Context: an optimization exercise on an open-source flow, tuned for small area and few clock cycles per item. The choices shown serve that exercise and are no tape-out recipe.
At most, simulation tests tie the RTL to the original design; equivalence was not proved.
Function not checked in runs 2 and 3: the RTL went through the layout flow alone.
Power is estimated from default activity; no workload was simulated.

===== constraint.sdc =====
create_clock -name core_clock -period 7.0 [get_ports {clk_i}]
set_input_delay 1.4000 -clock core_clock [delete_from_list [all_inputs] [get_ports {clk_i}]]
set_output_delay 1.4000 -clock core_clock [all_outputs]
set_load 0.01 [all_outputs]

===== flow/area.abc =====
strash
&get -n
&st
&syn2
&dch -f
&nf -a -R 1000
&st
&dch -f
&nf -a -R 1000
&put
topo
dnsize -c

===== config.mk =====
export PLATFORM = sky130hd
export DESIGN_NAME = length_prefixed_request_deframer_top
export DESIGN_NICKNAME = length_prefixed_request_deframer_top
export VERILOG_FILES = /design/flow/design.v
export SDC_FILE = /design/flow/constraint.sdc
export NUM_CORES = 4
export LEC_CHECK = 0
export CAP_MARGIN = 20
export CORE_MARGIN = 2
export CORE_UTILIZATION = 40
export SLEW_MARGIN = 20

===== standard.sh =====
#!/bin/bash
# synth_recipe.tcl (not shown) runs the flow's synth.tcl, then flattens the netlist and writes it again
# the make line also repeats each setting of config.mk as NAME=value (left out here)
make -C /OpenROAD-flow-scripts/flow DESIGN_CONFIG=/design/flow/config.mk WORK_HOME=/design/flow/orfs CLKGATE_MAP_FILE= SYNTH_SCRIPT=/design/flow/synth_recipe.tcl "${@:-finish}"

===== design.v =====
package lprd_pkg;
  localparam int unsigned ByteW   = 8;
  localparam int unsigned WordW   = 32;
  localparam int unsigned ErrW    = 3;
  localparam int unsigned FieldW  = 2;
  localparam int unsigned CurW    = 30;
  localparam int unsigned TdByteLsb  = 0;
  localparam int unsigned TdArgLsb   = TdByteLsb + ByteW;
  localparam int unsigned TdEndBit   = TdArgLsb + WordW;
  localparam int unsigned TdCountLsb = TdEndBit + 1;
  localparam int unsigned TdErrLsb   = TdCountLsb + WordW;
  localparam int unsigned TdUsedW    = TdErrLsb + ErrW;
  localparam int unsigned OutTdataW  = ((TdUsedW + 7) / 8) * 8;
  localparam int unsigned TdPadW     = OutTdataW - TdUsedW;
  localparam int unsigned CfgIdxW = 1;
  localparam logic [CfgIdxW-1:0] CfgMaxFrameBytes = 1'd0;
  localparam logic [CfgIdxW-1:0] CfgMaxArguments  = 1'd1;
  localparam logic [WordW-1:0] MaxFrameBytesRst = 32'd33554432;
  localparam logic [WordW-1:0] MaxArgumentsRst  = 32'd200000;
  localparam logic [WordW-1:0] FieldBytes       = 32'd4;
  typedef enum logic [1:0] {
    PH_FRAME_LEN,
    PH_ARG_COUNT,
    PH_ARG_LEN,
    PH_ARG_DATA
  } phase_e;
  typedef enum logic [ErrW-1:0] {
    ERR_NONE          = 3'd0,
    ERR_TOO_LONG      = 3'd1,
    ERR_TOO_MANY_ARGS = 3'd2,
    ERR_OVERRUN       = 3'd3,
    ERR_TRAILING      = 3'd4
  } err_e;
  typedef struct packed {
    logic [WordW-1:0] max_frame_bytes;
    logic [WordW-1:0] max_arguments;
  } lprd_limits_t;
  typedef struct packed {
    err_e             error_code;
    logic [WordW-1:0] frame_arg_count;
    logic             frame_done;
    logic             arg_end;
    logic [WordW-1:0] arg_number;
    logic [ByteW-1:0] data_byte;
    logic             data_valid;
  } lprd_result_t;
endpackage
import lprd_pkg::*;
module lprd_in_reg (
  input  logic                       clk_i,
  input  logic                       rst_ni,
  input  logic                       s_valid_i,
  output logic                       s_ready_o,
  input  logic [lprd_pkg::ByteW-1:0] s_data_i,
  input  logic                       take_i,
  output logic                       valid_o,
  output logic [lprd_pkg::ByteW-1:0] data_o
);
  logic             valid_q, valid_d;
  logic [ByteW-1:0] data_q;
  logic             load;
  assign s_ready_o = !valid_q || take_i;
  assign load      = s_valid_i && s_ready_o;
  assign valid_d   = load || (valid_q && !take_i);
  always_ff @(posedge clk_i or negedge rst_ni) begin
    if (!rst_ni) begin
      valid_q <= 1'b0;
    end else begin
      valid_q <= valid_d;
    end
  end
  always_ff @(posedge clk_i) begin
    if (load) begin
      data_q <= s_data_i;
    end
  end
  assign valid_o = valid_q;
  assign data_o  = data_q;
endmodule
import lprd_pkg::*;
module lprd_out_reg (
  input  lprd_pkg::lprd_result_t         result_i,
  output logic [lprd_pkg::OutTdataW-1:0] m_data_o,
  output logic                           m_last_o,
  output logic                           m_user_o
);
  assign m_data_o = {{TdPadW{1'b0}}, result_i.error_code, result_i.frame_arg_count,
                     result_i.arg_end, result_i.arg_number, result_i.data_byte};
  assign m_last_o = result_i.frame_done;
  assign m_user_o = result_i.data_valid;
endmodule
import lprd_pkg::*;
module lprd_parser (
  input  logic                       clk_i,
  input  logic                       rst_ni,
  input  logic                       step_i,
  input  logic [lprd_pkg::ByteW-1:0] byte_i,
  input  lprd_pkg::lprd_limits_t     limits_i,
  output lprd_pkg::lprd_result_t     result_o
);
  lprd_pkg::phase_e   phase_q, phase_d;
  lprd_pkg::err_e     err_q, err_d, err_new;
  logic [FieldW-1:0]  pos_q;
  logic [WordW-1:0]   acc_q;    
  logic [WordW-1:0]   fbl_q;    
  logic [WordW-1:0]   cnt_q;    
  logic [CurW-1:0]    cur_q;    
  logic               last_q;   
  logic [WordW-1:0]   acc_new;
  logic [CurW-1:0]    cur_inc;
  logic               in_data, field_done, finish, boundary, args_zero;
  logic               fbl_zero, fbl_short;
  logic               ev_data, ev_end, ev_done, ok;
  logic               cmp_gt;
  assign acc_new    = {acc_q[WordW-ByteW-1:0], byte_i};
  logic [WordW-1:0] fbl_dec, acc_dec;
  logic [WordW:0]   fbl_bw, acc_bw;
  logic [CurW:0]    cur_cy;
  assign fbl_bw[0] = 1'b1;
  assign acc_bw[0] = 1'b1;
  assign cur_cy[0] = 1'b1;
  for (genvar i = 0; i < WordW; i++) begin : g_dec
    assign fbl_dec[i]  = fbl_q[i] ^ fbl_bw[i];
    assign fbl_bw[i+1] = ~fbl_q[i] & fbl_bw[i];
    assign acc_dec[i]  = acc_q[i] ^ acc_bw[i];
    assign acc_bw[i+1] = ~acc_q[i] & acc_bw[i];
  end
  for (genvar i = 0; i < CurW; i++) begin : g_inc
    assign cur_inc[i]  = cur_q[i] ^ cur_cy[i];
    assign cur_cy[i+1] = cur_q[i] & cur_cy[i];
  end
  assign in_data    = (phase_q == PH_ARG_DATA);
  assign field_done = !in_data && (pos_q == '1);
  assign fbl_zero   = (fbl_q[WordW-1:1] == '0);
  assign fbl_short  = (fbl_q[WordW-1:3] == '0) && (fbl_q[2:0] <= 3'd4);
  lprd_cmp u_cmp (
    .sel_frame_i (phase_q == PH_FRAME_LEN),
    .sel_args_i  (phase_q == PH_ARG_COUNT),
    .sel_left_i  (phase_q[1]),
    .max_frame_i (limits_i.max_frame_bytes),
    .max_args_i  (limits_i.max_arguments),
    .left_i      (fbl_q),
    .field_i     (acc_new),
    .gt_o        (cmp_gt)
  );
  always_comb begin
    phase_d   = phase_q;
    err_new   = ERR_NONE;
    finish    = 1'b0;
    boundary  = 1'b0;
    args_zero = 1'b0;
    ev_done   = 1'b0;
    if (in_data) begin
      if (acc_q == WordW'(1)) begin
        finish = 1'b1;
      end
    end else if (field_done) begin
      case (phase_q)
        PH_FRAME_LEN: begin
          if (cmp_gt) begin
            err_new = ERR_TOO_LONG;
          end else if (acc_new < FieldBytes) begin
            err_new = ERR_OVERRUN;
          end else begin
            phase_d = PH_ARG_COUNT;
          end
        end
        PH_ARG_COUNT: begin
          if (cmp_gt) begin
            err_new = ERR_TOO_MANY_ARGS;
          end else begin
            boundary  = 1'b1;
            args_zero = (acc_new == '0);
          end
        end
        default: begin   
          if (cmp_gt) begin
            err_new = ERR_OVERRUN;
          end else if (acc_new == '0) begin
            finish = 1'b1;
          end else begin
            phase_d = PH_ARG_DATA;
          end
        end
      endcase
    end
    if (finish) begin
      boundary  = 1'b1;
      args_zero = last_q;
    end
    if (boundary) begin
      if (args_zero) begin
        if (fbl_zero) begin
          ev_done = 1'b1;
          phase_d = PH_FRAME_LEN;
        end else begin
          err_new = ERR_TRAILING;
        end
      end else if (fbl_short) begin
        err_new = ERR_OVERRUN;
      end else begin
        phase_d = PH_ARG_LEN;
      end
    end
  end
  assign err_d   = (err_q != ERR_NONE) ? err_q : err_new;
  assign ok      = (err_d == ERR_NONE);
  assign ev_data = in_data;
  assign ev_end  = finish;
  always_comb begin
    result_o                 = '0;
    result_o.error_code      = err_d;
    if (ok) begin
      result_o.data_valid      = ev_data;
      result_o.data_byte       = ev_data ? byte_i : '0;
      result_o.arg_number      = (ev_data || ev_end) ? WordW'(cur_q) : '0;
      result_o.arg_end         = ev_end;
      result_o.frame_done      = ev_done;
      result_o.frame_arg_count = (ev_done && finish) ? cnt_q : '0;
    end
  end
  always_ff @(posedge clk_i or negedge rst_ni) begin
    if (!rst_ni) begin
      phase_q <= PH_FRAME_LEN;
      pos_q   <= '0;
      err_q   <= ERR_NONE;
    end else if (step_i) begin
      phase_q <= phase_d;
      if (!in_data) begin
        pos_q <= pos_q + FieldW'(1);
      end
      err_q   <= err_d;
    end
  end
  always_ff @(posedge clk_i) begin
    last_q <= (cnt_q[WordW-1:CurW] == '0) && (cnt_q[CurW-1:0] == cur_inc);
  end
  always_ff @(posedge clk_i) begin
    if (step_i) begin
      acc_q <= in_data ? acc_dec : acc_new;
      fbl_q <= (phase_q == PH_FRAME_LEN) ? acc_new : fbl_dec;
      if (phase_q == PH_ARG_COUNT) begin
        cnt_q <= acc_new;
      end
      if (phase_q == PH_FRAME_LEN) begin
        cur_q <= '0;
      end else if (finish) begin
        cur_q <= cur_inc;
      end
    end
  end
endmodule
module lprd_cmp (
  input  logic                       sel_frame_i,
  input  logic                       sel_args_i,
  input  logic                       sel_left_i,
  input  logic [lprd_pkg::WordW-1:0] max_frame_i,
  input  logic [lprd_pkg::WordW-1:0] max_args_i,
  input  logic [lprd_pkg::WordW-1:0] left_i,
  input  logic [lprd_pkg::WordW-1:0] field_i,
  output logic                       gt_o
);
  logic [WordW-1:0] op_n;
  logic [WordW:0]   c;
  assign op_n = ~(({WordW{sel_frame_i}} & max_frame_i)
                | ({WordW{sel_args_i}}  & max_args_i)
                | ({WordW{sel_left_i}}  & left_i));
  assign c[0] = sel_left_i;
  for (genvar i = 0; i < WordW; i++) begin : g_c
    assign c[i+1] = (field_i[i] & op_n[i]) | ((field_i[i] | op_n[i]) & c[i]);
  end
  assign gt_o = c[WordW];
endmodule
import lprd_pkg::*;
module length_prefixed_request_deframer_top (
  input  logic                           clk_i,
  input  logic                           rst_ni,
  input  logic                           s_axis_tvalid,
  output logic                           s_axis_tready,
  input  logic [lprd_pkg::ByteW-1:0]     s_axis_tdata,    
  output logic                           m_axis_tvalid,
  input  logic                           m_axis_tready,
  output logic [lprd_pkg::OutTdataW-1:0] m_axis_tdata,
  output logic                           m_axis_tlast,    
  output logic                           m_axis_tuser,    
  input  logic                           cfg_we_i,
  input  logic [lprd_pkg::CfgIdxW-1:0]   cfg_index_i,
  input  logic [lprd_pkg::WordW-1:0]     cfg_wdata_i
);
  lprd_pkg::lprd_limits_t     limits_q;
  logic             in_valid, step;
  logic [ByteW-1:0] in_byte;
  lprd_pkg::lprd_result_t     result;
  always_ff @(posedge clk_i or negedge rst_ni) begin
    if (!rst_ni) begin
      limits_q.max_frame_bytes <= MaxFrameBytesRst;
      limits_q.max_arguments   <= MaxArgumentsRst;
    end else if (cfg_we_i) begin
      if (cfg_index_i == CfgMaxFrameBytes) begin
        limits_q.max_frame_bytes <= cfg_wdata_i;
      end else begin
        limits_q.max_arguments   <= cfg_wdata_i;
      end
    end
  end
  assign step = in_valid && m_axis_tready;
  lprd_in_reg u_in_reg (
    .clk_i     (clk_i),
    .rst_ni    (rst_ni),
    .s_valid_i (s_axis_tvalid),
    .s_ready_o (s_axis_tready),
    .s_data_i  (s_axis_tdata),
    .take_i    (m_axis_tready),
    .valid_o   (in_valid),
    .data_o    (in_byte)
  );
  lprd_parser u_parser (
    .clk_i    (clk_i),
    .rst_ni   (rst_ni),
    .step_i   (step),
    .byte_i   (in_byte),
    .limits_i (limits_q),
    .result_o (result)
  );
  lprd_out_reg u_out_reg (
    .result_i (result),
    .m_data_o (m_axis_tdata),
    .m_last_o (m_axis_tlast),
    .m_user_o (m_axis_tuser)
  );
  assign m_axis_tvalid = in_valid;
endmodule

===== flow/mysynth.tcl =====
# The standard flow's synthesis script (synth_recipe.tcl in the work folder), with ABC's
# technology mapping run on an area-oriented script (area.abc beside this file)
# in place of ORFS's speed script. Everything else, registers included, is as
# synth_recipe.tcl makes it.
set my_abc_script [file join [file dirname [file normalize [info script]]] area.abc]
proc abc {args} {
  set i [lsearch -exact $args -script]
  if { $i >= 0 } {
    set args [lreplace $args $i [expr {$i + 1}] -script $::my_abc_script]
  }
  yosys abc {*}$args
}
source [file join [file dirname [file dirname [file normalize [info script]]]] synth_recipe.tcl]

===== flow/run.sh =====
#!/bin/bash
# The standard layout (standard.sh: the standard flow's synthesis and ORFS steps), with
#  - ABC mapping the logic with an area-oriented script (flow/mysynth.tcl wraps
#    synth_recipe.tcl; the registers are the standard flow's),
#  - smaller port buffers,
#  - a clock tree of fewer, smaller buffers and no dummy loads.
# Each tool's output goes to the ORFS logs under orfs/logs; make's goes to
# standard.log here.
set -euo pipefail
here=$(pwd)
sed "s#${here}/synth_recipe.tcl#${here}/flow/mysynth.tcl#g" standard.sh > flow_standard.sh
grep -q "flow/mysynth.tcl" flow_standard.sh
export BUFFER_PORTS_ARGS="-buffer_cell sky130_fd_sc_hd__buf_1"
export CTS_ARGS="-sink_clustering_enable -repair_clock_nets -dont_use_dummy_load -buf_list {sky130_fd_sc_hd__clkbuf_8} -sink_clustering_size 16 -sink_clustering_max_diameter 50"
bash flow_standard.sh > standard.log 2>&1

==> results.yml, run 1 <==
floorplan:
  initial_core_util_pct: 40.9
  die_h_microns: 168
  rows: 59
  core-area_sq_mm: 0.0262
  pin_count: 130
  die_area_sq_mm: 0.0281
  die_x_microns: 168
route:
  drt_iter0_drc: 453
  routedWlPerCell_microns: 17.9
  routed_via_density: 5.32
  final_antenna_net_count: 0
  drt-total-wl_microns: 26900
  vias: 7984
  drt_first_pass_iters: 5
  drcViolationCount: 0
sta:
  max_freq_mhz: 122
  setup_violations: 76
  fin_ws_ns: -1.22
  max-slew-margin-rel_pct: 31.4
  finalMaxSlewViolations: 0
  clock_skew_ns: 0.0706
  hold_viol: 0
  worst_pin_slew_ns: 1.03
  period_share_pct: 117
  rsz0062_at_grt: "true"
  period_minus_slack_ns: 8.22
layout:
  antennaDiodeCount: 0
  fin_util_pct: 51.0
  fin_nets: 1305
  area_growth_pct: 24.6
  num-fill-cells: 2361
  drive_above_1_share_pct: 27.2
setup_path:
  critPathRequiredTime_ns: 5.60
  cp-end-kind: "output pin"
  startpoint_type: "register"
  critPathArrivalTime_ns: 6.82
  cpMaxStageDelayCell: "dfrtp_4"
  slowest_delay_ns: 0.44
  crit_start: "u_parser.phase_q[1]"
  path_max_fanout: 15
  critPathKind: "register to output pin"
  reg2reg_from: "u_parser.acc_q[0]"
  crit_top_cell: "o21ai_1"
clock_tree:
  cts_root_buf: "clkbuf_8"
  numCtsBuffers: 23
  cts_hold_buf: 0
  clock_path_buffers: 3
  htree_levels: 1
  clk_pin_slew_ns: 0.08
  worstSkewPairLatency_ns: 0.56
  cts_num_sinks: 207
  cts_tree: "done"
global_route:
  overflow: 0
  grt_first_pass_wirelength_microns: 42300
  track_usage_pct: 18.7
  antenna_found_initial: 0
  grt_max_degree: 73
  grt_pass1_vias: 7889
logic_synthesis:
  yosysWarningCount: 3
  synth_edf_count: 134
  yosysMostFrequentCell: "edfxtp_1"
  yosysSeqAreaShare_pct: 54.6
  synth_ff_type: "edfxtp_1"
  synthArstFlopShare_pct: 34.8
  synth_area_leaders: "edfxtp_1 38%, dfrtp_1 15%, ha_1 11%"
  synth_area_sq_mm: 0.0107
  synth_top_area_share_pct: 37.5
  ys_ff_latch: 207
  synth_cells: 932
  yosys.area.top_type: "edfxtp_1"
  synth_common_cells: "134 x edfxtp_1, 100 x nor2_1, 94 x clkinv_1"
  synth_cell_types: 39
  syn_area_per_cell_sq_um: 11.5
outcome:
  checkFailReasons: "negative setup slack"
  status: "failed layout checks"
power_and_ir_drop:
  peakVddDrop_mv: 0.126
  power.density_mw_per_mm2: 317
  total_power_mw: 4.24
  p_leak_nw: 5.30
worst_hold_path:
  min_from: "u_parser.pos_q[0]"
  min_path_type: "register to register"
placement:
  dpl.hpwl_microns: 19600
  port_buffers: 123
  place.gp.congestion: 0.906
flow_run:
  cap_violations: 0
## cell families (layout without fill, tap and decap cells)
| kind of cell | Yosys count | after routing | share of synthesized area [%] |
|---|---|---|---|
| compound gates | 172 | 172 | 10.4 |
| xor+xnor | 9 | 9 | 0.735 |
| fa+ha+maj | 93 | 93 | 10.8 |
| buf+inv | 100 | 330 | 3.71 |
| flops | 207 | 207 | 54.6 |
| mux | 66 | 66 | 6.92 |
| other cells | 1 | 6 | 0.0350 |
| simple gates | 284 | 284 | 12.9 |
## per-layer routing
layer,GRT usage [%],wire length (microns),vias to the layer above
met5,0,0,-
met1,26.5,12300,3836
met4,5.26,649,0
met2,30.3,12500,241
li1,-,-,3865
met3,2.48,1410,42
## worst max-delay path, delay by kind of cell, from the launching register on
family                     cells  cell delay [ns]
adders and majority gates      3             0.92
and+or+nand+nor                8             1.04
DFF                            1             0.44
AOI/OAI and AO/OA             27             3.31
buffers and inverters          4             0.55
## layout by cell type, fill, tap and decap left out, types with 7 or more instances in the layout
master	netlist	final
buf_4	6	84
o221ai_1	33	29
xor2_1	8	8
o22ai_1	20	20
nand4_1	7	7
buf_6	0	31
nand2_1	53	50
a221oi_1	12	10
a21oi_1	65	61
buf_2	0	41
edfxtp_1	134	134
nor2b_1	33	31
nor4_1	17	16
o21ai_0	23	12
ha_2	0	48
dfstp_2	7	7
dfrtp_1	65	63
buf_1	0	52
clkbuf_8	0	23
clkinv_1	94	88
nor3_1	14	7
a22oi_1	10	10
and2_4	0	26
and2_0	46	19
mux2_1	65	65
nor2_1	100	90
o21ai_1	0	10
ha_1	90	40
## path summary, 6_finish.rpt
check,slack (ns),endpoint,depth (start not counted)
worst min register to register,0.48,u_parser.pos_q[0],1
min in group asynchronous,1.02,u_parser.pos_q[1],2
max in group asynchronous,5.26,limits_q[60],2
worst max register to register,0.25,u_parser.acc_q[31],35
worst max-delay path,-1.22,m_axis_tdata[22],42
worst min-delay path,0.48,u_parser.pos_q[0],1
## cell type report
| class | count | area (sq um) | share of cell area [%] |
|---|---|---|---|
| timing repair buffer | 213 | 1460 | 10.9 |
| tap | 335 | 419 | 3.14 |
| clock buffer | 23 | 317 | 2.37 |
| multi-input combinational | 630 | 4950 | 37.0 |
| sequential | 207 | 5860 | 43.9 |
| inverter | 94 | 363 | 2.72 |
## registers in the layout, indices dropped and copies added (netlist names)
| register | flops |
|---|---|
| u_parser.acc_q | 32 |
| u_parser.cnt_q | 32 |
| limits_q | 64 |
| u_in_reg.valid_q | 1 |
| u_parser.err_q | 3 |
| u_parser.cur_q | 30 |
| u_in_reg.data_q | 8 |
| u_parser.fbl_q | 32 |
| u_parser.phase_q | 2 |
| u_parser.last_q | 1 |
| u_parser.pos_q | 2 |
## stage by stage
step	cells	area [sq um]	setup slack, ns	setup TNS [ns]	hold WS (ns)
2_1_floorplan	937	10900	-1.08	-69.64	0.448
3_3_place_gp	1453	12200	-0.695	-47.45	0.466
3_5_place_dp	1453	12200	-0.819	-55.80	0.473
4_1_cts	1491	13000	-1.31	-93.91	0.486
5_1_grt	1502	13400	-1.77	-127.11	0.510
6_report	1502	13400	-1.22	-85.94	0.483
## timing repair
item,CTS,global route
pin swaps,13,11
setup endpoints to repair,80,81
gates cloned,0,2
gates resized for setup,125,76
buffers inserted,15,9
## report_power, final
part	internal, mW	leakage, nW	switching [mW]
logic	0.763	3.04	0.979
registers	1.62	2.10	0.184
clock network	0.292	0.165	0.393
Testbench counts, summed over its fixed seeds: cycles 28,313, items 28,305.
==> run 2, diff against run 1 <==
--- a/design.v
+++ b/design.v
@@ -81,3 +81,15 @@
 module lprd_out_reg (
-  input  lprd_pkg::lprd_result_t         result_i,
+  input  logic                           clk_i,
+  input  logic                           rst_ni,
+  input  logic                           load_i,
+  input  logic                           data_valid_i,
+  input  logic                           arg_end_i,
+  input  logic                           frame_done_i,
+  input  logic [lprd_pkg::ByteW-1:0]     data_byte_i,
+  input  logic [lprd_pkg::CurW-1:0]      arg_number_i,
+  input  logic [lprd_pkg::CurW-1:0]      arg_count_i,
+  input  lprd_pkg::err_e                 error_code_i,
+  output logic                           ready_o,
+  output logic                           m_valid_o,
+  input  logic                           m_ready_i,
   output logic [lprd_pkg::OutTdataW-1:0] m_data_o,
@@ -86,6 +98,29 @@
 );
-  assign m_data_o = {{TdPadW{1'b0}}, result_i.error_code, result_i.frame_arg_count,
-                     result_i.arg_end, result_i.arg_number, result_i.data_byte};
-  assign m_last_o = result_i.frame_done;
-  assign m_user_o = result_i.data_valid;
+  logic             valid_q, valid_d;
+  logic             dv_q, end_q, done_q;
+  logic [ByteW-1:0] byte_q;
+  logic [WordW-1:0] arg_number, arg_count;
+  assign ready_o = !valid_q || m_ready_i;
+  assign valid_d = load_i || (valid_q && !m_ready_i);
+  always_ff @(posedge clk_i or negedge rst_ni) begin
+    if (!rst_ni) begin
+      valid_q <= 1'b0;
+    end else begin
+      valid_q <= valid_d;
+    end
+  end
+  always_ff @(posedge clk_i) begin
+    if (load_i) begin
+      dv_q   <= data_valid_i;
+      end_q  <= arg_end_i;
+      done_q <= frame_done_i;
+      byte_q <= data_byte_i;
+    end
+  end
+  assign arg_number = (dv_q || end_q) ? WordW'(arg_number_i) : '0;
+  assign arg_count  = done_q ? WordW'(arg_count_i) : '0;
+  assign m_valid_o = valid_q;
+  assign m_data_o  = {{TdPadW{1'b0}}, error_code_i, arg_count, end_q, arg_number, byte_q};
+  assign m_last_o  = done_q;
+  assign m_user_o  = dv_q;
 endmodule
@@ -98,3 +133,9 @@
   input  lprd_pkg::lprd_limits_t     limits_i,
-  output lprd_pkg::lprd_result_t     result_o
+  output logic                       data_valid_o,
+  output logic                       arg_end_o,
+  output logic                       frame_done_o,
+  output logic [lprd_pkg::ByteW-1:0] data_byte_o,
+  output logic [lprd_pkg::CurW-1:0]  arg_number_o,   
+  output logic [lprd_pkg::CurW-1:0]  arg_count_o,    
+  output lprd_pkg::err_e             error_code_o    
 );
@@ -103,17 +144,18 @@
   logic [FieldW-1:0]  pos_q;
-  logic [WordW-1:0]   acc_q;    
-  logic [WordW-1:0]   fbl_q;    
-  logic [WordW-1:0]   cnt_q;    
-  logic [CurW-1:0]    cur_q;    
-  logic               last_q;   
-  logic [WordW-1:0]   acc_new;
+  logic [WordW-1:0]   acc_q;      
+  logic [WordW-1:0]   fbl_q;      
+  logic [CurW-1:0]    cnt_q;      
+  logic               cnt_big_q;  
+  logic [CurW-1:0]    cur_q;      
+  logic               end_q;      
+  logic               last_q;     
+  logic [WordW-1:0]   acc_new, fbl_dec, acc_dec;
+  logic [WordW:0]     fbl_bw, acc_bw;
   logic [CurW-1:0]    cur_inc;
+  logic [CurW:0]      cur_cy;
   logic               in_data, field_done, finish, boundary, args_zero;
   logic               fbl_zero, fbl_short;
-  logic               ev_data, ev_end, ev_done, ok;
+  logic               ev_done, ok;
   logic               cmp_gt;
-  assign acc_new    = {acc_q[WordW-ByteW-1:0], byte_i};
-  logic [WordW-1:0] fbl_dec, acc_dec;
-  logic [WordW:0]   fbl_bw, acc_bw;
-  logic [CurW:0]    cur_cy;
+  assign acc_new = {acc_q[WordW-ByteW-1:0], byte_i};
   assign fbl_bw[0] = 1'b1;
@@ -205,18 +247,11 @@
   end
-  assign err_d   = (err_q != ERR_NONE) ? err_q : err_new;
-  assign ok      = (err_d == ERR_NONE);
-  assign ev_data = in_data;
-  assign ev_end  = finish;
-  always_comb begin
-    result_o                 = '0;
-    result_o.error_code      = err_d;
-    if (ok) begin
-      result_o.data_valid      = ev_data;
-      result_o.data_byte       = ev_data ? byte_i : '0;
-      result_o.arg_number      = (ev_data || ev_end) ? WordW'(cur_q) : '0;
-      result_o.arg_end         = ev_end;
-      result_o.frame_done      = ev_done;
-      result_o.frame_arg_count = (ev_done && finish) ? cnt_q : '0;
-    end
-  end
+  assign err_d = (err_q != ERR_NONE) ? err_q : err_new;
+  assign ok    = (err_d == ERR_NONE);
+  assign data_valid_o = ok && in_data;
+  assign arg_end_o    = ok && finish;
+  assign frame_done_o = ok && ev_done;
+  assign data_byte_o  = (ok && in_data) ? byte_i : '0;
+  assign arg_number_o = cur_q;
+  assign arg_count_o  = cnt_q;
+  assign error_code_o = err_q;
   always_ff @(posedge clk_i or negedge rst_ni) begin
@@ -235,3 +270,3 @@
   always_ff @(posedge clk_i) begin
-    last_q <= (cnt_q[WordW-1:CurW] == '0) && (cnt_q[CurW-1:0] == cur_inc);
+    last_q <= !cnt_big_q && (cnt_q == cur_inc);
   end
@@ -242,3 +277,4 @@
       if (phase_q == PH_ARG_COUNT) begin
-        cnt_q <= acc_new;
+        cnt_q     <= acc_new[CurW-1:0];
+        cnt_big_q <= (acc_new[WordW-1:CurW] != '0);
       end
@@ -246,5 +282,6 @@
         cur_q <= '0;
-      end else if (finish) begin
+      end else if (end_q) begin
         cur_q <= cur_inc;
       end
+      end_q <= finish;
     end
@@ -290,5 +327,8 @@
   lprd_pkg::lprd_limits_t     limits_q;
-  logic             in_valid, step;
-  logic [ByteW-1:0] in_byte;
-  lprd_pkg::lprd_result_t     result;
+  logic                       out_ready, step, in_valid;
+  logic [ByteW-1:0]           in_byte;
+  logic                       data_valid, arg_end, frame_done;
+  logic [ByteW-1:0]           data_byte;
+  logic [CurW-1:0]            arg_number, arg_count;
+  lprd_pkg::err_e             error_code;
   always_ff @(posedge clk_i or negedge rst_ni) begin
@@ -305,3 +345,2 @@
   end
-  assign step = in_valid && m_axis_tready;
   lprd_in_reg u_in_reg (
@@ -312,3 +351,3 @@
     .s_data_i  (s_axis_tdata),
-    .take_i    (m_axis_tready),
+    .take_i    (out_ready),
     .valid_o   (in_valid),
@@ -316,17 +355,35 @@
   );
+  assign step = in_valid && out_ready;
   lprd_parser u_parser (
-    .clk_i    (clk_i),
-    .rst_ni   (rst_ni),
-    .step_i   (step),
-    .byte_i   (in_byte),
-    .limits_i (limits_q),
-    .result_o (result)
+    .clk_i        (clk_i),
+    .rst_ni       (rst_ni),
+    .step_i       (step),
+    .byte_i       (in_byte),
+    .limits_i     (limits_q),
+    .data_valid_o (data_valid),
+    .arg_end_o    (arg_end),
+    .frame_done_o (frame_done),
+    .data_byte_o  (data_byte),
+    .arg_number_o (arg_number),
+    .arg_count_o  (arg_count),
+    .error_code_o (error_code)
   );
   lprd_out_reg u_out_reg (
-    .result_i (result),
-    .m_data_o (m_axis_tdata),
-    .m_last_o (m_axis_tlast),
-    .m_user_o (m_axis_tuser)
+    .clk_i        (clk_i),
+    .rst_ni       (rst_ni),
+    .load_i       (step),
+    .data_valid_i (data_valid),
+    .arg_end_i    (arg_end),
+    .frame_done_i (frame_done),
+    .data_byte_i  (data_byte),
+    .arg_number_i (arg_number),
+    .arg_count_i  (arg_count),
+    .error_code_i (error_code),
+    .ready_o      (out_ready),
+    .m_valid_o    (m_axis_tvalid),
+    .m_ready_i    (m_axis_tready),
+    .m_data_o     (m_axis_tdata),
+    .m_last_o     (m_axis_tlast),
+    .m_user_o     (m_axis_tuser)
   );
-  assign m_axis_tvalid = in_valid;
 endmodule
==> flow/area.abc (replaced) <==
strash
&get -n
&st
&synch2
&dch -f
&nf -a -R 1000
&put
topo
dnsize -c
==> run 2 against run 1 <==
  * The layout still fails its checks (negative setup slack)
  * Combinational power decreased by 17%
  * Register-to-register slack got worse by 0.73 ns
  * Critical endpoint is now u_out_reg.byte_q[3]
  * Via count decreased by 2.5%
  * Die area increased by 3.2%
==> results.yml, run 2 <==
setup_path:
  critPathArrivalTime_ns: 7.80
  startpoint_type: "register"
  path_buf_inv: 0
  critPathRequiredTime_ns: 7.32
  slowest_delay_ns: 0.48
  cpMaxStageDelayCell: "a2111o_1"
  path_max_fanout: 4
  cp-end-kind: "register"
  cp_top_family: "adder cells"
  crit_start: "u_parser.phase_q[0]"
  reg2reg_from: "u_parser.phase_q[0]"
  critPathKind: "register to register"
  crit_top_cell: "maj3_2"
global_route:
  grt_max_degree: 80
  grt_pass1_vias: 7627
  overflow: 0
  antenna_found_initial: 0
  grt_first_pass_wirelength_microns: 41900
  track_usage_pct: 18.4
power_and_ir_drop:
  power.density_mw_per_mm2: 326
  p_leak_nw: 4.84
  peakVddDrop_mv: 0.183
clock_tree:
  cts_tree: "done"
  clock_path_buffers: 3
  htree_levels: 1
  cts_root_buf: "clkbuf_8"
  clk_pin_slew_ns: 0.10
  cts_num_sinks: 219
  numCtsBuffers: 24
  cts_hold_buf: 0
  worstSkewPairLatency_ns: 0.55
route:
  vias: 7787
  drt_first_pass_iters: 7
  routedWlPerCell_microns: 18.2
  drt_iter0_drc: 669
  drcViolationCount: 0
  routed_via_density: 5.42
  final_antenna_net_count: 0
  drt-total-wl_microns: 26200
logic_synthesis:
  synth_area_sq_mm: 0.0111
  synth_cell_types: 45
  synth_edf_count: 145
  yosysWarningCount: 4
  ys_ff_latch: 219
  syn_area_per_cell_sq_um: 12.2
  synth_cells: 909
  yosys.area.top_type: "edfxtp_1"
  synth_ff_type: "edfxtp_1"
  synthArstFlopShare_pct: 33.3
  synth_area_leaders: "edfxtp_1 39%, dfrtp_1 15%, ha_1 10%"
  yosysMostFrequentCell: "edfxtp_1"
  synth_common_cells: "145 x edfxtp_1, 90 x ha_1, 87 x clkinv_1"
  synth_top_area_share_pct: 39.3
  yosysSeqAreaShare_pct: 56.1
layout:
  regMostFlops: "limits_q"
  antennaDiodeCount: 0
  final_common_cell: "edfxtp_1"
  fin_nets: 1235
  area_growth_pct: 16.1
  final_cell_mix: "145 x edfxtp_1, 120 x buf_1, 82 x clkinv_1"
  largestRegisters: "limits_q: 64 flops, u_parser.acc_q: 32 flops, u_parser.fbl_q: 32 flops"
  drive_above_1_share_pct: 13.7
  final_area_sq_mm: 0.0128
  largest_reg_flops: 64
placement:
  place.gp.congestion: 0.897
  port_buffers: 121
  postPlaceCellArea_sq_mm: 0.0123
  dpl.hpwl_microns: 19200
sta:
  period_share_pct: 107
  clock_skew_ns: 0.0546
  setup_violations: 15
  max_freq_mhz: 134
  holdWs_ns: 0.481
  finalMaxSlewViolations: 0
  worst_pin_slew_ns: 1.05
  max-slew-margin-rel_pct: 30.1
  fin_ws_ns: -0.485
  hold_viol: 0
  rsz0062_at_grt: "true"
  period_minus_slack_ns: 7.48
outcome:
  status: "failed layout checks"
  checkFailReasons: "negative setup slack"
floorplan:
  core-area_sq_mm: 0.0270
  die_x_microns: 170
  pin_count: 130
  initial_core_util_pct: 41.0
  die_h_microns: 170
  die_area_sq_mm: 0.0290
  rows: 60
worst_hold_path:
  min_from: "u_parser.pos_q[0]"
  min_path_type: "register to register"
flow_run:
  cap_violations: 0
==> run 2: cell types whose count changed in the layout (fill, tap and decap cells not counted), moves of 26 or more <==
cell,change
a222oi_1,+30
buf_6,-29
o21ai_0,+54
o221ai_1,-27
buf_4,-42
nand2_1,+26
a21oi_1,-52
nor2_1,-62
buf_2,-41
buf_1,+68
==> run 2: final cells by class <==
| class | instances | area (sq um) |
|---|---|---|
| tap | 341 | 427 |
| inverter | 87 | 328 |
| multi-input combinational | 602 | 4750 |
| timing repair buffer | 165 | 796 |
| clock buffer | 24 | 330 |
| fill | 2503 | 14200 |
| sequential | 219 | 6210 |
==> run 2: timing repair <==
action	in CTS	in global routing
gates cloned	1	0
buffers inserted	3	4
pin swaps	30	20
endpoints found under the setup margin	18	22
gates resized for setup	16	45
hold endpoints to repair	0	0
==> run 2: cells by family (layout without fill, tap and decap cells) <==
group | Yosys count | after routing | synth area share (%)
compound gates | 162 | 162 | 9.97
xor+xnor | 11 | 11 | 0.870
buf+inv | 96 | 276 | 3.56
other cells | 1 | 8 | 0.0339
flops | 219 | 219 | 56.1
simple gates | 252 | 253 | 11.5
fa+ha+maj | 102 | 102 | 11.3
mux | 66 | 66 | 6.70
==> run 2: final timing paths <==
check | end | slack, ns | depth (start not counted)
min in group asynchronous | limits_q[24] | 0.76 | 1
min reg2reg | u_parser.pos_q[0] | 0.48 | 1
max in group asynchronous | u_parser.phase_q[1] | 5.18 | 2
max | u_out_reg.byte_q[3] | -0.48 | 38
max reg2reg | u_out_reg.byte_q[3] | -0.48 | 38
min | u_parser.pos_q[0] | 0.48 | 1
==> run 2: layer usage <==
layer / global-route usage, % / vias up / share of wire (%)
li1: - / 3736 / -
met1: 26.4 / 3746 / 47
met2: 28.8 / 259 / 44
met3: 2.56 / 46 / 5.8
met4: 6.02 / 0 / 3.0
met5: 0 / - / 0
==> run 2: through the flow <==
stage | setup TNS [ns] | total power, mW | cells | worst slack, ns | util (%)
2_1_floorplan | -26.08 | 2.92 | 916 | -1.82 | -
3_5_place_dp | -7.91 | 3.44 | 1408 | -0.664 | 45.5
6_report | -5.62 | 4.19 | 1438 | -0.485 | 47.5
4_1_cts | -6.84 | 4.19 | 1435 | -0.567 | 47.0
3_3_place_gp | -6.76 | 3.41 | 1408 | -0.580 | 45.5
5_1_grt | -10.70 | 4.49 | 1438 | -0.813 | 47.5
==> run 2: report_power, final <==
group | switching [mW] | internal (mW)
logic | 0.858 | 0.594
registers | 0.247 | 1.77
clock network | 0.411 | 0.304
total | 1.52 | 2.67
==> run 3, diff against run 2 <==
--- a/design.v
+++ b/design.v
@@ -49,31 +49,9 @@
 module lprd_in_reg (
-  input  logic                       clk_i,
-  input  logic                       rst_ni,
-  input  logic                       s_valid_i,
-  output logic                       s_ready_o,
-  input  logic [lprd_pkg::ByteW-1:0] s_data_i,
-  input  logic                       take_i,
-  output logic                       valid_o,
-  output logic [lprd_pkg::ByteW-1:0] data_o
+  input  logic s_valid_i,
+  output logic s_ready_o,
+  input  logic take_i,
+  output logic step_o
 );
-  logic             valid_q, valid_d;
-  logic [ByteW-1:0] data_q;
-  logic             load;
-  assign s_ready_o = !valid_q || take_i;
-  assign load      = s_valid_i && s_ready_o;
-  assign valid_d   = load || (valid_q && !take_i);
-  always_ff @(posedge clk_i or negedge rst_ni) begin
-    if (!rst_ni) begin
-      valid_q <= 1'b0;
-    end else begin
-      valid_q <= valid_d;
-    end
-  end
-  always_ff @(posedge clk_i) begin
-    if (load) begin
-      data_q <= s_data_i;
-    end
-  end
-  assign valid_o = valid_q;
-  assign data_o  = data_q;
+  assign s_ready_o = take_i;
+  assign step_o    = s_valid_i && take_i;
 endmodule
@@ -327,4 +305,3 @@
   lprd_pkg::lprd_limits_t     limits_q;
-  logic                       out_ready, step, in_valid;
-  logic [ByteW-1:0]           in_byte;
+  logic                       out_ready, step;
   logic                       data_valid, arg_end, frame_done;
@@ -346,12 +323,7 @@
   lprd_in_reg u_in_reg (
-    .clk_i     (clk_i),
-    .rst_ni    (rst_ni),
     .s_valid_i (s_axis_tvalid),
     .s_ready_o (s_axis_tready),
-    .s_data_i  (s_axis_tdata),
     .take_i    (out_ready),
-    .valid_o   (in_valid),
-    .data_o    (in_byte)
+    .step_o    (step)
   );
-  assign step = in_valid && out_ready;
   lprd_parser u_parser (
@@ -360,3 +332,3 @@
     .step_i       (step),
-    .byte_i       (in_byte),
+    .byte_i       (s_axis_tdata),
     .limits_i     (limits_q),
==> run 3 against run 2 <==
  * The layout still fails its checks (negative setup slack)
  * Non-clock buffer count is 2 higher
  * Combinational power fell by 12%
  * Cell area fell by 2.3%
  * Critical endpoint is now u_out_reg.byte_q[0]
  * Largest cell class unchanged
==> results.yml, run 3 <==
setup_path:
  reg2reg_from: "u_parser.phase_q[0]"
  critPathRequiredTime_ns: 7.30
  crit_top_cell: "maj3_2"
  r2r_slack_ns: -0.22
  cp-end-kind: "register"
  cpMaxStageDelayCell: "or4_4"
  critPathKind: "input pin to register"
  slowest_delay_ns: 0.45
  reg2reg_depth: 40
  critPathArrivalTime_ns: 7.80
  startpoint_type: "input pin"
  path_max_fanout: 5
  r2r-end: "u_out_reg.byte_q[0]"
worst_hold_path:
  whs_endpoint: "u_parser.pos_q[0]"
  min_path_type: "register to register"
  hold_path_depth: 1
  min_from: "u_parser.pos_q[0]"
logic_synthesis:
  synth_area_sq_mm: 0.0108
  synth_top_area_share_pct: 38.2
  syn_area_per_cell_sq_um: 12.1
  ys_ff_latch: 210
  synth_edf_count: 137
  synth_cell_types: 43
  yosysSeqAreaShare_pct: 55.2
  synth_common_cells: "137 x edfxtp_1, 90 x ha_1, 77 x clkinv_1"
  synth_area_leaders: "edfxtp_1 38%, dfrtp_1 15%, ha_1 10%"
  synthArstFlopShare_pct: 34.3
  yosysWarningCount: 3
  synth_ff_type: "edfxtp_1"
  synth_cells: 892
  yosys.area.top_type: "edfxtp_1"
  yosysMostFrequentCell: "edfxtp_1"
power_and_ir_drop:
  total_power_mw: 3.84
  power.density_mw_per_mm2: 306
  p_leak_nw: 4.71
  peakVddDrop_mv: 0.123
global_route:
  grt_max_degree: 73
  grt_pass1_vias: 7430
  grt_first_pass_wirelength_microns: 41100
  track_usage_pct: 18.3
  overflow: 0
  antenna_found_initial: 0
layout:
  fin_util_pct: 47.1
  drive_above_1_share_pct: 13.6
  final_cell_mix: "137 x edfxtp_1, 119 x buf_1, 73 x clkinv_1"
  stdcell_count: 1424
  antennaDiodeCount: 0
  largestRegisters: "limits_q: 64 flops, u_parser.acc_q: 32 flops, u_parser.fbl_q: 32 flops"
  final_common_cell: "edfxtp_1"
  regMostFlops: "limits_q"
  final_area_sq_mm: 0.0126
  area_growth_pct: 16.7
  largest_reg_flops: 64
  fin_nets: 1221
floorplan:
  initial_core_util_pct: 40.4
  pin_count: 130
  core-area_sq_mm: 0.0267
  die_x_microns: 168
  die_h_microns: 168
  rows: 60
  die_area_sq_mm: 0.0282
outcome:
  checkFailReasons: "negative setup slack"
  status: "failed layout checks"
clock_tree:
  htree_levels: 1
  numCtsBuffers: 25
  clk_pin_slew_ns: 0.07
  cts_tree: "done"
  worstSkewPairLatency_ns: 0.56
  cts_hold_buf: 0
  clock_path_buffers: 3
  cts_num_sinks: 210
  cts_root_buf: "clkbuf_8"
sta:
  max_freq_mhz: 133
  rsz0062_at_grt: "true"
  hold_viol: 0
  period_share_pct: 107
  finalMaxSlewViolations: 0
  fin_ws_ns: -0.499
  setup-tns-final_ns: -6.79
  period_minus_slack_ns: 7.50
  holdWs_ns: 0.486
  clock_skew_ns: 0.0581
  worst_pin_slew_ns: 1.05
  max-slew-margin-rel_pct: 30.0
  setup_violations: 16
route:
  drt_iter0_drc: 676
  drcViolationCount: 0
  drt_first_pass_iters: 8
  drt-total-wl_microns: 25800
  routed_via_density: 5.33
  routedWlPerCell_microns: 18.1
  final_antenna_net_count: 0
  vias: 7593
placement:
  dpl.hpwl_microns: 18400
  port_buffers: 121
  pre_cts_ws_ns: -1.14
  placed_cells: 1392
  place.gp.congestion: 0.831
  postPlaceCellArea_sq_mm: 0.0120
flow_run:
  cap_violations: 0
==> run 3: changes by cell type in the layout (fill, tap and decap cells not counted), moves of 8 or more <==
cell / previous run / this run
a21oi_1: 9 / 41
nand2_1: 76 / 46
o21ai_0: 66 / 38
nor2_1: 28 / 55
and2_0: 33 / 51
nor2b_1: 48 / 32
clkinv_1: 82 / 73
edfxtp_1: 145 / 137
xor2_1: 5 / 13
==> run 3: kinds of logic after synthesis <==
group           Yosys count  synth area share [%]
xor+xnor                 23                  1.87
buf+inv                  86                  3.31
other cells               1                0.0348
compound gates          157                  9.52
flops                   210                  55.2
mux                      66                  6.89
simple gates            250                  11.9
fa+ha+maj                99                  11.3
==> run 3: critical path, delay by kind of cell <==
kind	cells	cell delay, ns
AND/OR/NAND/NOR	7	1.01
AO/OA/AOI/OAI	22	2.32
buffers and inverters	2	0.24
adder cells (fa/ha/maj)	9	2.80
==> run 3: how the worst max path moves through the flow <==
stage	start	to	slack, ns
finish	s_axis_tdata[0]	u_out_reg.byte_q[0]	-0.50
global route	s_axis_tdata[0]	u_out_reg.byte_q[0]	-0.83
CTS	s_axis_tdata[0]	u_out_reg.byte_q[0]	-0.45
detailed placement	s_axis_tdata[0]	u_out_reg.byte_q[2]	-1.14
global placement	s_axis_tdata[0]	u_out_reg.byte_q[1]	-1.12
floorplan	u_parser.phase_q[1]	u_out_reg.byte_q[0]	-1.07
==> run 3: final cells by class <==
class / count / area (sq um)
clock buffer: 25 / 344
fill: 2466 / 14100
inverter: 77 / 290
multi-input combinational: 604 / 4730
sequential: 210 / 5950
tap: 341 / 427
timing repair buffer: 167 / 818
==> run 3: routing by layer <==
metal | vias to the layer above | GRT usage, % | wire [microns]
met5 | - | 0 | 0
met4 | 0 | 3.94 | 373
met1 | 3696 | 26.7 | 12200
met3 | 25 | 2.54 | 1290
met2 | 216 | 29.4 | 11900
li1 | 3656 | - | -
==> run 3: power by group <==
part           switching, mW  internal [mW]  total [mW]
Combinational          0.755          0.521        1.28
Sequential             0.201           1.64        1.84
Clock                  0.401          0.316       0.717
==> run 3: repair_timing <==
| action | in CTS | in global routing |
|---|---|---|
| buffers inserted | 2 | 5 |
| hold endpoints to repair | 0 | 0 |
| endpoints found under the setup margin | 18 | 21 |
| resized for setup | 12 | 45 |
| cloned | 1 | 0 |
| pin swaps | 12 | 15 |
==> run 4, diff against run 3 <==
--- a/design.v
+++ b/design.v
@@ -278,3 +278,3 @@
   logic [WordW-1:0] op_n;
-  logic [WordW:0]   c;
+  logic [ByteW:0]   c;        
   assign op_n = ~(({WordW{sel_frame_i}} & max_frame_i)
@@ -283,6 +283,13 @@
   assign c[0] = sel_left_i;
-  for (genvar i = 0; i < WordW; i++) begin : g_c
+  for (genvar i = 0; i < ByteW; i++) begin : g_c
     assign c[i+1] = (field_i[i] & op_n[i]) | ((field_i[i] | op_n[i]) & c[i]);
   end
-  assign gt_o = c[WordW];
+  logic [WordW:ByteW] h0, h1;
+  assign h0[ByteW] = 1'b0;
+  assign h1[ByteW] = 1'b1;
+  for (genvar i = ByteW; i < WordW; i++) begin : g_h
+    assign h0[i+1] = (field_i[i] & op_n[i]) | ((field_i[i] | op_n[i]) & h0[i]);
+    assign h1[i+1] = (field_i[i] & op_n[i]) | ((field_i[i] | op_n[i]) & h1[i]);
+  end
+  assign gt_o = c[ByteW] ? h1[WordW] : h0[WordW];
 endmodule
--- a/config.mk
+++ b/config.mk
@@ -9,3 +9,3 @@
 export CORE_MARGIN = 2
-export CORE_UTILIZATION = 40
+export CORE_UTILIZATION = 60
 export SLEW_MARGIN = 20
==> run 4 against run 3 <==
  * Now clean on timing, DRC and antenna
  * Synthesized cell count grew 0.11%
  * Sequential power is essentially flat
  * Via count is 1.7% higher
  * Maximum frequency increased by 9.2%
  * Clock power shrank 6.1%
  * Cell count shrank 8.5%
  * Utilization increased by 23 points
  * Setup slack better by 0.63 ns
==> results.yml, run 4 <==
layout:
  antennaDiodeCount: 0
  final_area_sq_mm: 0.0123
  area_growth_pct: 14.3
  drive_above_1_share_pct: 12.1
  final_common_cell: "edfxtp_1"
  final_cell_mix: "137 x edfxtp_1, 119 x buf_1, 85 x clkinv_1"
  regMostFlops: "limits_q"
  largest_reg_flops: 64
  largestRegisters: "limits_q: 64 flops, u_parser.acc_q: 32 flops, u_parser.fbl_q: 32 flops"
  fin_nets: 1216
  stdcell_count: 1303
sta:
  finalMaxSlewViolations: 0
  worst_pin_slew_ns: 1.12
  setup_violations: 0
  hold_viol: 0
  rsz0062_at_grt: "true"
  max-slew-margin-rel_pct: 25.1
  fin_ws_ns: 0.132
  holdWs_ns: 0.489
  max_freq_mhz: 146
  clock_skew_ns: 0.0635
  period_minus_slack_ns: 6.87
  period_share_pct: 98.1
setup_path:
  cp_top_family: "compound AO/OA/AOI/OAI gates"
  path_buf_inv: 2
  startpoint_type: "input pin"
  critPathKind: "input pin to register"
  reg2reg_from: "u_parser.acc_q[0]"
  critPathRequiredTime_ns: 7.38
  cp-end-kind: "register"
  cpMaxStageDelayCell: "or3_4"
  path_max_fanout: 5
  crit_top_cell: "maj3_2"
  crit_start: "s_axis_tdata[0]"
  slowest_delay_ns: 0.43
  critPathArrivalTime_ns: 7.25
logic_synthesis:
  synth_area_sq_mm: 0.0108
  synth_cell_types: 42
  synth_ff_type: "edfxtp_1"
  synth_edf_count: 137
  yosys.area.top_type: "edfxtp_1"
  yosysSeqAreaShare_pct: 55.3
  yosysMostFrequentCell: "edfxtp_1"
  ys_ff_latch: 210
  synth_cells: 893
  synth_top_area_share_pct: 38.3
  syn_area_per_cell_sq_um: 12.0
  synth_common_cells: "137 x edfxtp_1, 90 x ha_1, 88 x clkinv_1"
  yosysWarningCount: 3
  synthArstFlopShare_pct: 34.3
  synth_area_leaders: "edfxtp_1 38%, dfrtp_1 15%, ha_1 10%"
clock_tree:
  cts_root_buf: "clkbuf_8"
  worstSkewPairLatency_ns: 0.56
  cts_num_sinks: 210
  clk_pin_slew_ns: 0.08
  htree_levels: 1
  cts_tree: "done"
  numCtsBuffers: 22
  cts_hold_buf: 0
  clock_path_buffers: 3
route:
  routed_via_density: 5.93
  drt-total-wl_microns: 24700
  drt_first_pass_iters: 9
  drt_iter0_drc: 666
  vias: 7721
  final_antenna_net_count: 0
  drcViolationCount: 0
  routedWlPerCell_microns: 18.9
global_route:
  antenna_found_initial: 0
  track_usage_pct: 26.7
  grt_max_degree: 82
  overflow: 0
  grt_pass1_vias: 7351
  grt_first_pass_wirelength_microns: 38800
placement:
  postPlaceCellArea_sq_mm: 0.0118
  placed_cells: 1279
  place.gp.congestion: 0.886
  pre_cts_ws_ns: -0.622
  port_buffers: 121
  dpl.hpwl_microns: 17600
floorplan:
  die_area_sq_mm: 0.0190
  pin_count: 130
  rows: 48
  die_x_microns: 138
  die_h_microns: 138
  initial_core_util_pct: 61.7
  core-area_sq_mm: 0.0174
power_and_ir_drop:
  total_power_mw: 3.84
  peakVddDrop_mv: 0.200
  power.density_mw_per_mm2: 312
  p_leak_nw: 4.68
flow_run:
  cap_violations: 0
worst_hold_path:
  min_path_type: "register to register"
  min_from: "u_parser.pos_q[0]"
outcome:
  status: "no timing/DRC/antenna violations"
==> run 4: routing by layer <==
layer | wire length, microns | vias to the layer above | GRT usage (%)
met3 | 1540 | 51 | 3.87
met4 | 735 | 0 | 9.69
met5 | 0 | - | 0
met1 | 11300 | 3725 | 39.1
met2 | 11100 | 270 | 40.9
li1 | - | 3675 | -
==> run 4: kinds of logic after synthesis <==
family / share of synthesized area (%)
adder cells (fa/ha/maj): 10.9
flip-flops: 55.3
other: 0.0349
XOR/XNOR: 0.896
AO/OA/AOI/OAI: 10.5
buffers and inverters: 3.70
multiplexers: 6.90
AND/OR/NAND/NOR: 11.7
==> run 4: final cells by class <==
class	count	area [sq um]
fillers	1350	5130
repair buffers	164	792
flip-flops and latches	210	5950
inverters	88	332
clock buffers	22	303
well taps	225	282
multi-input cells	594	4630
==> run 4: power breakdown <==
group          internal [mW]  switching, mW  total, mW
Combinational          0.531          0.794       1.33
Sequential              1.65          0.192       1.84
Clock                  0.280          0.393      0.673
==> run 4: what timing repair did <==
action / CTS / global route
pin swaps: 5 / 29
cloned: 1 / 0
setup buffers: 0 / 1
gates resized for setup: 8 / 43
endpoints found under the setup margin: 10 / 20
==> run 4: path summary, 6_finish.rpt <==
check | end | slack [ns] | cells past startpoint
min | u_parser.pos_q[0] | 0.49 | 1
min reg2reg | u_parser.pos_q[0] | 0.49 | 1
max | u_out_reg.byte_q[4] | 0.13 | 37
max reg2reg | u_parser.acc_q[31] | 0.24 | 34
max in group asynchronous | u_parser.phase_q[1] | 5.19 | 1
min in group asynchronous | limits_q[53] | 0.97 | 1
==> run 4: worst reg2reg max path, delay by kind of cell (launching register included) <==
family,cells,cell delay (ns)
adders and majority gates,30,5.80
DFF,1,0.35
xor gates and xnor gates,1,0.14
buffers and inverters,1,0.08
AOI/OAI and AO/OA,1,0.07
and+or+nand+nor,1,0.06
==> run 4: metrics by stage <==
stage / setup TNS, ns / util (%)
floorplan: -4.01 / -
global placement: -5.90 / 67.9
detailed placement: -7.01 / 67.9
CTS: 0 / 69.8
global route: -1.39 / 70.6
finish: 0 / 70.6
Testbench counts of run 4, summed over its fixed seeds: cycles 28,313, items 28,305.
==> run 5, diff against run 4 <==
--- a/config.mk
+++ b/config.mk
@@ -9,3 +9,3 @@
 export CORE_MARGIN = 2
-export CORE_UTILIZATION = 60
+export CORE_UTILIZATION = 40
 export SLEW_MARGIN = 20
==> run 5 against run 4 <==
  * Sequential share of layout area is 1.2 points lower
  * Synthesized cell count stayed put
  * Global-route usage is 8.0 points lower
  * Largest cell class unchanged
  * Combinational power hardly changed
  * Still clean
  * Largest power group unchanged
  * Cell count is 9.7% higher
  * Routed wire length is 7.6% higher
==> results.yml, run 5 <==
sta:
  hold_viol: 0
  max-slew-margin-rel_pct: 31.2
  setup-tns-final_ns: 0
  clock_skew_ns: 0.0464
  period_minus_slack_ns: 6.78
  max_freq_mhz: 147
  rsz0062_at_grt: "true"
  worst_pin_slew_ns: 1.03
  period_share_pct: 96.9
  fin_ws_ns: 0.217
  finalMaxSlewViolations: 0
  setup_violations: 0
setup_path:
  cp_top_family: "compound AO/OA/AOI/OAI gates"
  reg2reg_from: "u_parser.fbl_q[0]"
  startpoint_type: "input pin"
  path_max_fanout: 5
  critPathArrivalTime_ns: 7.20
  crit_top_cell: "maj3_2"
  critPathRequiredTime_ns: 7.42
  cp-end-kind: "register"
  crit_start: "s_axis_tdata[0]"
  r2r-end: "u_parser.fbl_q[31]"
  slowest_delay_ns: 0.43
  r2r_slack_ns: 0.22
  cpMaxStageDelayCell: "or3_4"
  path_buf_inv: 1
  critPathKind: "input pin to register"
  reg2reg_depth: 34
logic_synthesis:
  synth_area_sq_mm: 0.0108
  yosys.area.top_type: "edfxtp_1"
  syn_area_per_cell_sq_um: 12.0
  ys_ff_latch: 210
  synth_edf_count: 137
  synth_ff_type: "edfxtp_1"
  synth_cell_types: 42
  synth_area_leaders: "edfxtp_1 38%, dfrtp_1 15%, ha_1 10%"
  synth_common_cells: "137 x edfxtp_1, 90 x ha_1, 88 x clkinv_1"
  yosysMostFrequentCell: "edfxtp_1"
  yosysWarningCount: 3
  yosysSeqAreaShare_pct: 55.3
  synth_cells: 893
  synth_top_area_share_pct: 38.3
  synthArstFlopShare_pct: 34.3
global_route:
  grt_pass1_vias: 7547
  grt_first_pass_wirelength_microns: 41800
  track_usage_pct: 18.7
  grt_max_degree: 73
  antenna_found_initial: 0
  overflow: 0
floorplan:
  die_h_microns: 168
  pin_count: 130
  die_x_microns: 168
  core-area_sq_mm: 0.0267
  rows: 60
  die_area_sq_mm: 0.0282
  initial_core_util_pct: 40.3
placement:
  postPlaceCellArea_sq_mm: 0.0120
  place.gp.congestion: 0.803
  port_buffers: 121
  placed_cells: 1395
  pre_cts_ws_ns: -0.683
  dpl.hpwl_microns: 19100
power_and_ir_drop:
  power.density_mw_per_mm2: 315
  peakVddDrop_mv: 0.139
  p_leak_nw: 4.75
layout:
  num-fill-cells: 2477
  fin_util_pct: 47.3
  final_cell_mix: "137 x edfxtp_1, 119 x buf_1, 84 x clkinv_1"
  regArea_sq_mm: 0.00595
  area_growth_pct: 17.2
  largest_reg_flops: 64
  fin_nets: 1227
  antennaDiodeCount: 0
  stdcell_count: 1430
  final_area_sq_mm: 0.0126
  regMostFlops: "limits_q"
  largestRegisters: "limits_q: 64 flops, u_parser.acc_q: 32 flops, u_parser.fbl_q: 32 flops"
  drive_above_1_share_pct: 13.5
  final_common_cell: "edfxtp_1"
  multi_input_area_sq_mm: 0.00469
route:
  drt-total-wl_microns: 26600
  final_antenna_net_count: 0
  drt_first_pass_iters: 9
  drcViolationCount: 0
  vias: 7750
  routed_via_density: 5.42
  routedWlPerCell_microns: 18.6
  drt_iter0_drc: 607
clock_tree:
  clock_path_buffers: 3
  numCtsBuffers: 28
  htree_levels: 1
  cts_num_sinks: 210
  clk_pin_slew_ns: 0.06
  worstSkewPairLatency_ns: 0.57
  cts_root_buf: "clkbuf_8"
  cts_tree: "done"
flow_run:
  cap_violations: 0
worst_hold_path:
  min_from: "limits_q[35]"
  min_path_type: "register to register"
  hold_path_depth: 1
  whs_endpoint: "limits_q[35]"
outcome:
  status: "no timing/DRC/antenna violations"
-- run 5: cell types whose count changed in the layout (fill, tap and decap cells not counted), sizes merged --
cell / before / now
buf: 164 / 169
clkbuf: 22 / 28
-- run 5: report_power, final --
| group | internal [mW] | switching, mW | total (mW) |
|---|---|---|---|
| clock | 0.352 | 0.419 | 0.771 |
| sequential | 1.65 | 0.198 | 1.85 |
| combinational | 0.538 | 0.810 | 1.35 |
| total | 2.54 | 1.43 | 3.97 |
-- run 5: per-stage QoR --
stage / hold slack, ns / power (mW)
5_1_grt: 0.508 / 4.23
3_3_place_gp: 0.469 / 3.11
2_1_floorplan: 0.453 / 2.66
4_1_cts: 0.493 / 3.93
3_5_place_dp: 0.477 / 3.14
6_report: 0.490 / 3.97
-- run 5: repair_timing --
item | 4_1_cts | 5_1_grt
resized for setup | 10 | 46
buffers inserted | 2 | 4
pin swaps | 8 | 31
gates cloned | 1 | 0
endpoints found under the setup margin | 13 | 20
hold buffers | 0 | 0
-- run 5: how the worst max path moves through the flow --
stage | to | slack (ns) | cells after the start
3_5_place_dp | u_out_reg.byte_q[6] | -0.68 | 36
6_report | u_out_reg.byte_q[2] | 0.22 | 36
5_1_grt | u_out_reg.byte_q[2] | -0.17 | 36
4_1_cts | u_out_reg.byte_q[2] | -0.008 | 36
2_1_floorplan | u_out_reg.byte_q[0] | -0.39 | 35
3_3_place_gp | u_out_reg.byte_q[0] | -0.61 | 36
-- run 5: routing by layer --
layer	global-route usage (%)	up-vias	wire length (microns)
met5	0	-	0
met4	4.99	0	647
met3	2.70	44	1440
met2	29.6	231	11900
met1	27.0	3784	12500
li1	-	3691	-
-- run 5: cell families after synthesis --
kind of cell	count (synthesis)	synth area share, %
AO/OA/AOI/OAI	167	10.5
XOR/XNOR	11	0.896
adder cells (fa/ha/maj)	95	10.9
buffers and inverters	97	3.70
flip-flops	210	55.3
multiplexers	66	6.90
other	1	0.0349
AND/OR/NAND/NOR	246	11.7
-- run 5: cell type report --
type / instances / area share (%)
clock buffers: 28 / 3.06
flip-flops and latches: 210 / 47.2
inverters: 88 / 2.64
repair buffers: 169 / 6.53
multi-input cells: 594 / 37.2
well taps: 341 / 3.39
==> run 6, diff against run 5 <==
--- a/config.mk
+++ b/config.mk
@@ -11 +11,3 @@
 export SLEW_MARGIN = 20
+export SYNTH_HIERARCHICAL = 1
+export SYNTH_MINIMUM_KEEP_SIZE = 0
==> run 6 against run 5 <==
  * Still clean
  * Die area increased by 0.70%
  * Combinational power decreased by 59%
  * Worst hold slack got worse by 0.0043 ns
  * Routed wire length decreased by 2.2%
  * Area after synthesis increased by 0.71%
  * Setup slack improved by 0.17 ns
  * Clock skew increased by 0.0051 ns
  * Critical path depth decreased by 2
  * Maximum frequency increased by 2.6%
  * Sequential share of layout area increased by 0.99 points
  * Largest power group unchanged
==> results.yml, run 6 <==
layout:
  largestRegisters: "limits_q: 64 flops, u_parser.acc_q: 32 flops, u_parser.fbl_q: 32 flops"
  fin_nets: 1214
  largest_reg_flops: 64
  drive_above_1_share_pct: 7.53
  area_growth_pct: 13.9
  final_cell_mix: "137 x edfxtp_1, 120 x buf_1, 88 x ha_1"
  final_common_cell: "edfxtp_1"
  stdcell_count: 1416
  antennaDiodeCount: 0
  num-fill-cells: 2530
  regMostFlops: "limits_q"
setup_path:
  critPathKind: "register to register"
  critPathRequiredTime_ns: 7.29
  r2r_slack_ns: 0.39
  reg2reg_depth: 34
  slowest_delay_ns: 0.37
  crit_top_cell: "ha_1"
  critPathArrivalTime_ns: 6.90
  cp-end-kind: "register"
  cp_top_family: "adder cells"
  path_buf_inv: 1
  cpMaxStageDelayCell: "edfxtp_1"
  r2r-end: "u_parser.acc_q[31]"
  startpoint_type: "register"
  path_max_fanout: 4
  reg2reg_from: "u_parser.acc_q[1]"
flow_run:
  cap_violations: 0
logic_synthesis:
  synth-adder-area-share_pct: 10.6
  yosys.area.top_type: "edfxtp_1"
  synth-xor-area-share_pct: 1.13
  yosysMostFrequentCell: "edfxtp_1"
  synth_common_cells: "137 x edfxtp_1, 91 x ha_1, 84 x clkinv_1"
  synth.mux.area_fraction_pct: 6.76
  synth_top_area_share_pct: 38.0
  syn_area_per_cell_sq_um: 12.0
  synth_cell_types: 47
  synth-compound-area-share_pct: 11.2
  synth_cells: 899
  yosysWarningCount: 9
  ys_ff_latch: 210
  synth_ff_type: "edfxtp_1"
  synth_edf_count: 137
  synth_top_family_by_area: "simple AND/OR/NAND/NOR gates"
  synthSimpleGateAreaFrac_pct: 11.6
  synth_area_leaders: "edfxtp_1 38%, dfrtp_1 15%, ha_1 11%"
  synthArstFlopShare_pct: 34.3
  yosysSeqAreaShare_pct: 54.9
  synth_area_sq_mm: 0.0108
power_and_ir_drop:
  comb_power_share_pct: 18.3
  power_frac_seq_pct: 55.9
  p_leak_nw: 4.75
  switchingPower_uw: 893
  p_int_mw: 2.10
  pwr-share-clk_pct: 25.8
  power.density_mw_per_mm2: 243
  switching_share_pct: 29.8
  peakVddDrop_mv: 0.133
sta:
  setup_violations: 0
  worst_pin_slew_ns: 1.02
  max_freq_mhz: 151
  setup-tns-final_ns: 0
  max-slew-margin-rel_pct: 31.6
  clock_skew_ns: 0.0515
  hold_viol: 0
  period_minus_slack_ns: 6.61
  period_share_pct: 94.5
  finalMaxSlewViolations: 0
worst_hold_path:
  min_path_type: "register to register"
  hold_path_depth: 1
  min_from: "limits_q[44]"
  whs_endpoint: "limits_q[44]"
floorplan:
  initial_core_util_pct: 40.4
  die_x_microns: 169
  die_h_microns: 169
  die_area_sq_mm: 0.0284
  pin_count: 130
  core-area_sq_mm: 0.0268
  rows: 60
route:
  wl_met1_microns: 12200
  routedWlPerCell_microns: 18.3
  drt_first_pass_iters: 6
  routed_via_density: 5.43
  drt-total-wl_microns: 26000
  drt_iter0_drc: 652
  drcViolationCount: 0
  final_antenna_net_count: 0
  wl_met3_microns: 1530
  wl_met2_microns: 11600
  dr.max_layer_used: "met4"
  vias: 7693
clock_tree:
  cts_num_sinks: 210
  cts_tree: "done"
  htree_levels: 1
  cts_hold_buf: 0
  numCtsBuffers: 28
  cts_root_buf: "clkbuf_8"
  clock_path_buffers: 3
  worstSkewPairLatency_ns: 0.57
  clk_pin_slew_ns: 0.09
outcome:
  status: "no timing/DRC/antenna violations"
placement:
  dpl.hpwl_microns: 18900
  place.gp.congestion: 0.849
  port_buffers: 121
  placed_cells: 1385
global_route:
  track_usage_pct: 18.6
  antenna_found_initial: 0
  overflow: 0
  grt_first_pass_wirelength_microns: 42000
  grt_pass1_vias: 7615
  grt_max_degree: 73
run 6: changes by cell type in the layout (fill, tap and decap cells not counted), moves of 3 or more:
cell,before,now
buf_4,48,32
xor2_1,6,9
o221ai_1,0,4
o21ai_0,35,41
a22oi_1,6,9
nor4_2,3,0
o21ai_1,3,0
nor2_4,3,0
maj3_2,5,0
o21ai_2,5,0
nor2_1,57,61
ha_2,19,2
nor4_1,16,13
ha_1,70,88
run 6: worst register-to-register path: cells and delay by family, from the launching register on:
kind | cells | cell delay [ns]
xor gates and xnor gates | 1 | 0.15
buffers and inverters | 1 | 0.12
adders and majority gates | 30 | 5.56
AOI/OAI and AO/OA | 1 | 0.08
and+or+nand+nor | 1 | 0.07
DFF | 1 | 0.37
run 6: layout make-up:
class | instances | area (sq um) | area share (%)
flip-flops and latches | 210 | 5940 | 48.2
repair buffers | 154 | 709 | 5.75
inverters | 84 | 320 | 2.60
multi-input cells | 599 | 4550 | 36.9
well taps | 341 | 427 | 3.46
clock buffers | 28 | 385 | 3.12
run 6: worst max path at each step:
stage / cells past startpoint / from / endpoint
after floorplan: 33 / u_parser.phase_q[1] / u_out_reg.byte_q[0]
after global placement: 32 / s_axis_tdata[0] / u_out_reg.byte_q[2]
after detailed placement: 32 / s_axis_tdata[0] / u_out_reg.byte_q[4]
after CTS: 32 / u_parser.cur_q[0] / u_parser.last_q
after global routing: 32 / u_parser.phase_q[1] / u_out_reg.byte_q[3]
final: 34 / u_parser.acc_q[1] / u_parser.acc_q[31]
run 6: timing repair:
| action | in CTS | in global routing |
|---|---|---|
| resized for setup | 0 | 8 |
| setup buffers | 0 | 2 |
| endpoints found under the hold margin | 0 | 0 |
| setup endpoints to repair | 0 | 10 |
run 6: routing by layer:
metal | global-route usage, % | vias up
li1 | - | 3688
met1 | 26.6 | 3686
met2 | 29.4 | 272
met3 | 2.55 | 47
met4 | 5.88 | 0
met5 | 0 | -
run 6: power groups by stage:
stage | registers [mW] | clock network [mW] | logic (mW)
after floorplan | 1.65 | 0 | 0.379
after global placement | 1.69 | 0 | 0.534
after detailed placement | 1.70 | 0 | 0.547
after CTS | 1.67 | 0.798 | 0.550
after global routing | 1.70 | 0.848 | 0.633
final | 1.68 | 0.772 | 0.548
run 6: modules after synthesis (local to each module, per instance):
module / flip-flops and latches / cells / cell area (sq um)
lprd_cmp: 0 / 78 / 624
lprd_parser: 134 / 601 / 7010
length_prefixed_request_deframer_top: 64 / 130 / 2340
lprd_in_reg: 0 / 2 / 13.8
lprd_out_reg: 12 / 88 / 841
run 6: through the flow:
step | power, mW | worst slack (ns) | area (sq um) | utilization, % | hold WS, ns
detailed placement | 2.24 | -0.0647 | 11900 | 44.4 | 0.474
finish | 3.00 | 0.387 | 12300 | 46.0 | 0.486
CTS | 3.02 | 0.118 | 12300 | 45.8 | 0.489
global placement | 2.23 | -0.00550 | 11900 | 44.4 | 0.468
floorplan | 2.03 | 0.103 | 10900 | - | 0.453
global route | 3.18 | -0.0144 | 12300 | 46.0 | 0.509
run 6: cell families (layout without fill, tap and decap cells):
logic type | count (synthesis) | after routing
and+or+nand+nor | 245 | 245
DFF | 210 | 210
AOI/OAI and AO/OA | 175 | 175
buffers and inverters | 97 | 266
adders and majority gates | 92 | 92
muxes | 65 | 65
xor gates and xnor gates | 14 | 14
other | 1 | 8

[what the ideal ports hide]
No port has a modelled driver above. Below, the same layouts with a new extraction and two added sets of constraints. Step 1 sets driving cells, clkbuf_16 on the clock port and buf_2 on the other inputs (assumed; they add their load-dependent delay and slew). Step 2 also shifts input and output timing later by t, the mid clock arrival at the registers, as if the neighbouring blocks saw the same clock. a / b / c = no drivers / after step 1 / after step 2; a / b = the first two.
run	shift t [ns]	setup slack, ns
run 1	0.567	-1.221 / -1.266 / -0.699
run 2	0.562	-0.485 / -0.485 / -0.485
run 3	0.577	-0.499 / -0.490 / -1.067
run 4	0.576	0.132 / 0.140 / -0.436
run 5	0.587	0.217 / 0.219 / -0.364
run 6	0.589	0.387 / 0.387 / -0.023
With both steps, setup timing fails in run 4, run 5 and run 6, where it was met with ideal ports.
